From an optimization exercise on the open Yosys and OpenROAD flow, aimed at small area; shortcuts taken in it are not production practice.
Function was checked by simulation only, so behaviour that the tests miss may differ from the original.
Power is estimated from default activity; no workload was simulated.

==> flow/design.v (excerpt) <==
module mode7_stepper #(
  parameter int HACT = 640,
  parameter int VACT = 480,
  parameter int VTOT = 525
) (
  input  logic        clk,
  input  logic        reset,
  input  logic        p_tick,
  input  logic        video_on,
  input  logic [9:0]  pixel_x,
  input  logic [9:0]  pixel_y,
  input  logic [15:0] originx,
  input  logic [15:0] originy,
  input  logic [15:0] offsetx,
  input  logic [15:0] offsety,
  input  logic [23:0] scalex,
  input  logic [23:0] scaley,
  input  logic [8:0]  angle,
  input  logic [15:0] tex_mask,
  output logic [8:0]  rom_addr,
  input  logic [15:0] rom_cos,
  input  logic [15:0] rom_sin,
  output logic [15:0] tex_u,
  output logic [15:0] tex_v,
  output logic        tex_valid
);
For scale: ~380 flip-flops, roughly 240 I/O pins, roughly 0.016 mm^2 of cells after synthesis.
export LEC_CHECK = 0
export CAP_MARGIN = 20
export CORE_MARGIN = 2
export CORE_UTILIZATION = 75
export PLACE_DENSITY = 0.85
export SLEW_MARGIN = 20
export BUFFER_PORTS_ARGS = -buffer_cell sky130_fd_sc_hd__buf_1
export CTS_ARGS = -sink_clustering_enable -repair_clock_nets -sink_clustering_size 16 -sink_clustering_max_diameter 60 -buf_list sky130_fd_sc_hd__clkbuf_8 -dont_use_dummy_load
create_clock -name core_clock -period 14.0 [get_ports {clk}]
standard.sh (not shown) runs the stock make flow with config.mk's settings and CLKGATE_MAP_FILE= SYNTH_SCRIPT=/design/flow/synth_recipe.tcl, a recipe that flattens the netlist after the stock synthesis.
==> flow/flow/run.sh <==
#!/bin/bash
set -e
cd "$(dirname "$0")/.."
cat >> "$FLOW_CONFIG" <<'EOC'
export BUFFER_PORTS_ARGS = -buffer_cell sky130_fd_sc_hd__buf_1
export CTS_ARGS = -sink_clustering_enable -repair_clock_nets -sink_clustering_size 16 -sink_clustering_max_diameter 60 -buf_list sky130_fd_sc_hd__clkbuf_8 -dont_use_dummy_load
EOC
bash standard.sh > standard.log 2>&1
Edit:
--- a/flow/design.v
+++ b/flow/design.v
@@ -94,25 +94,29 @@
   end
   always_ff @(posedge clk) begin
     if (line_end) begin
       yl <= pixel_y[8:0];
       yz <= (pixel_y == Y_LAST);
     end
   end
-  logic [3:0] kc, ko;
-  logic       cosb, sinb, oxb, oyb, ylb, offxb, offyb;
-  assign kc    = (k >= 6'd15) ? 4'd15 : k[3:0];
-  assign ko    = 4'(k - 6'd22);
-  assign cosb  = rom_cos[kc];
-  assign sinb  = rom_sin[kc];
-  assign oxb   = (k < 6'd16) && ox[k[3:0]];
-  assign oyb   = (k < 6'd16) && oy[k[3:0]];
-  assign ylb   = (k < 6'd9) && yl[k[3:0]] && !yz;
-  assign offxb = (k >= 6'd22) && offx[ko];
-  assign offyb = (k >= 6'd22) && offy[ko];
+  logic [15:0] oh, ohko;
+  logic        lo16;
+  logic        cosb, sinb, oxb, oyb, ylb, offxb, offyb;
+  assign oh    = 16'd1 << k[3:0];
+  assign ohko  = {oh[5:0], oh[15:6]};
+  assign lo16  = (k[5:4] == 2'd0);
+  always_ff @(posedge clk) begin
+    cosb <= (k >= 6'd15) ? rom_cos[15] : |(rom_cos & oh);
+    sinb <= (k >= 6'd15) ? rom_sin[15] : |(rom_sin & oh);
+  end
+  assign oxb   = lo16 && |(ox & oh);
+  assign oyb   = lo16 && |(oy & oh);
+  assign ylb   = (k < 6'd9) && |(yl & oh[8:0]) && !yz;
+  assign offxb = (k >= 6'd22) && |(offx & ohko);
+  assign offyb = (k >= 6'd22) && |(offy & ohko);
   logic line, run, hd;
   logic selA, selD, selSu, selSv, inju, injv, cinu, cinv;
   assign line = (mode == LINE);
   assign run  = (mode != IDLE);
   assign hd   = line && !dflt;
   always_comb begin
     selA  = 1'b0;
@@ -214,22 +218,20 @@
     hSu <= selSu;
     hSv <= selSv;
     hiu <= inju;
     hiv <= injv;
   end
   logic wb;
   assign wb = run && fin && (ph == 2'd0);
-  always_ff @(posedge clk) begin
-    if (ld) begin
-      Su <= W'(scalex);
-      Sv <= W'(scaley);
-    end else if (wb && mode == FS) begin
-      Su <= {Ah, Al};
-      Sv <= {Bh, Bl};
-    end
+  logic ws, hs;
+  assign ws = wb && (mode == FS);
+  assign hs = !ld && !ws;
+  always_ff @(posedge clk) begin
+    Su <= ({W{ld}} & W'(scalex)) | ({W{ws}} & {Ah, Al}) | ({W{hs}} & Su);
+    Sv <= ({W{ld}} & W'(scaley)) | ({W{ws}} & {Bh, Bl}) | ({W{hs}} & Sv);
     if (wb && mode == FD) begin
       Du <= {Ah, Al};
       Dv <= {Bh, Bl};
     end
   end
   always_ff @(posedge clk or negedge reset) begin
     if (!reset) begin
Cell count went down by 1.4%.
Core utilization goes up by 0.58 points.
Non-clock buffer count is unchanged.
Cell area went down by 2.5%.
Combinational power drops by 66%.
Sequential cell count is higher by 2.
Clock skew is about the same.
Count of clock-buffer cells in the layout decreases by 1.
Clock power came out lower by about 0.8%.
Area after synthesis shrinks by 2.9%.
Critical path depth went down by 3.

* * *

## P
mode7_stepper, a different RTL version from the one above (not shown whole).
For scale: about 1200 cells after synthesis, about 380 flip-flops, about 240 I/O pins, about 16000 um^2 of cells after synthesis.
## mode7_stepper
module mode7_stepper #(
  parameter int HACT = 640,
  parameter int VACT = 480,
  parameter int VTOT = 525
) (
  input  logic        clk,
  input  logic        reset,
  input  logic        p_tick,
  input  logic        video_on,
  input  logic [9:0]  pixel_x,
  input  logic [9:0]  pixel_y,
  input  logic [15:0] originx,
  input  logic [15:0] originy,
  input  logic [15:0] offsetx,
  input  logic [15:0] offsety,
  input  logic [23:0] scalex,
  input  logic [23:0] scaley,
  input  logic [8:0]  angle,
  input  logic [15:0] tex_mask,
  output logic [8:0]  rom_addr,
  input  logic [15:0] rom_cos,
  input  logic [15:0] rom_sin,
  output logic [15:0] tex_u,
  output logic [15:0] tex_v,
  output logic        tex_valid
);
clock: 14.0 ns
lec_check: 0
cap_margin: 20
core_margin: 2
core_utilization: 75
place_density: 0.85
slew_margin: 20
buffer_ports_args: -buffer_cell sky130_fd_sc_hd__buf_1
cts_args: -sink_clustering_enable -repair_clock_nets -sink_clustering_size 16 -sink_clustering_max_diameter 60 -buf_list sky130_fd_sc_hd__clkbuf_8 -dont_use_dummy_load
Scripts as last shown in full above: flow/flow/run.sh
The final layout from P, which completed every stage, passed the timing, DRC and antenna checks at the end of the flow.
The inputs of Q differ from those of P as listed below.
--- a/flow/design.v
+++ b/flow/design.v
@@ -94,27 +94,25 @@
   end
   always_ff @(posedge clk) begin
     if (line_end) begin
       yl <= pixel_y[8:0];
       yz <= (pixel_y == Y_LAST);
     end
   end
-  logic [15:0] oh, ohko;
-  logic        lo16;
-  logic        cosb, sinb, oxb, oyb, ylb, offxb, offyb;
-  assign oh    = 16'd1 << k[3:0];
-  assign ohko  = {oh[5:0], oh[15:6]};
-  assign lo16  = (k[5:4] == 2'd0);
-  assign cosb  = (k >= 6'd15) ? rom_cos[15] : |(rom_cos & oh);
-  assign sinb  = (k >= 6'd15) ? rom_sin[15] : |(rom_sin & oh);
-  assign oxb   = lo16 && |(ox & oh);
-  assign oyb   = lo16 && |(oy & oh);
-  assign ylb   = (k < 6'd9) && |(yl & oh[8:0]) && !yz;
-  assign offxb = (k >= 6'd22) && |(offx & ohko);
-  assign offyb = (k >= 6'd22) && |(offy & ohko);
+  logic [3:0] kc, ko;
+  logic       cosb, sinb, oxb, oyb, ylb, offxb, offyb;
+  assign kc    = (k >= 6'd15) ? 4'd15 : k[3:0];
+  assign ko    = 4'(k - 6'd22);
+  assign cosb  = rom_cos[kc];
+  assign sinb  = rom_sin[kc];
+  assign oxb   = (k < 6'd16) && ox[k[3:0]];
+  assign oyb   = (k < 6'd16) && oy[k[3:0]];
+  assign ylb   = (k < 6'd9) && yl[k[3:0]] && !yz;
+  assign offxb = (k >= 6'd22) && offx[ko];
+  assign offyb = (k >= 6'd22) && offy[ko];
   logic line, run, hd;
   logic selA, selD, selSu, selSv, inju, injv, cinu, cinv;
   assign line = (mode == LINE);
   assign run  = (mode != IDLE);
   assign hd   = line && !dflt;
   always_comb begin
     selA  = 1'b0;
==> notes.md <==
- Fmax: Q below P
- The number of filler cells placed in the layout number comes out lower for P vs Q.
- Area growth from synthesis to layout in Q is 0.16 points lower than in P
- Looking at Q and P, the global-route usage is a wash.
- The estimated power of Q ends up lower than the estimate for P.
- Per the comparison of Q with P, global-route wire length before repair moved up, total number of placement rows moved up.
- When Q is measured against P, its fraction of power consumed by the clock network turns out 7.1 points higher.
- Q packs its core more loosely than P.
- Compared to P, the router laid down more metal wire for Q.
- Changes observed in Q relative to P: number of clock buffers in the layout went up by about 3.6%, final instance area went up by 290 um^2.

## afterwards: timing with drivers on the ports
In the flow no input, the clock included, has a driving cell. The finished layouts below were timed again as built, in two steps.
Step 1 sets driving cells, clkbuf_16 on the clock port and buf_2 on the other inputs (assumed; they add their load-dependent delay and slew).
Step 2 also shifts input and output timing later by t, the mid clock arrival at the registers, as if the neighbouring blocks saw the same clock.
Three values: no drivers, after step 1, after step 2; two values: the first two.
run | t, ns | slack for setup (ns) | worst data-port slew with drivers (ns) | pins driven straight from the clock port
the first run of note 1 | 0.623 | 1.811 / 1.827 / 1.204 | 0.08 | 1
the second run of note 1 | 0.615 | 2.321 / 2.346 / 1.731 | 0.07 | 1
P | 0.611 | 1.764 / 1.784 / 1.173 | 0.06 | 1
Q | 0.619 | 1.615 / 1.636 / 1.018 | 0.08 | 1
After both steps setup and hold are still met in every run listed. For the first run of note 1, which loses most, drivers alone change the setup slack by +0.016 ns; drivers and shift together by -0.607 ns.
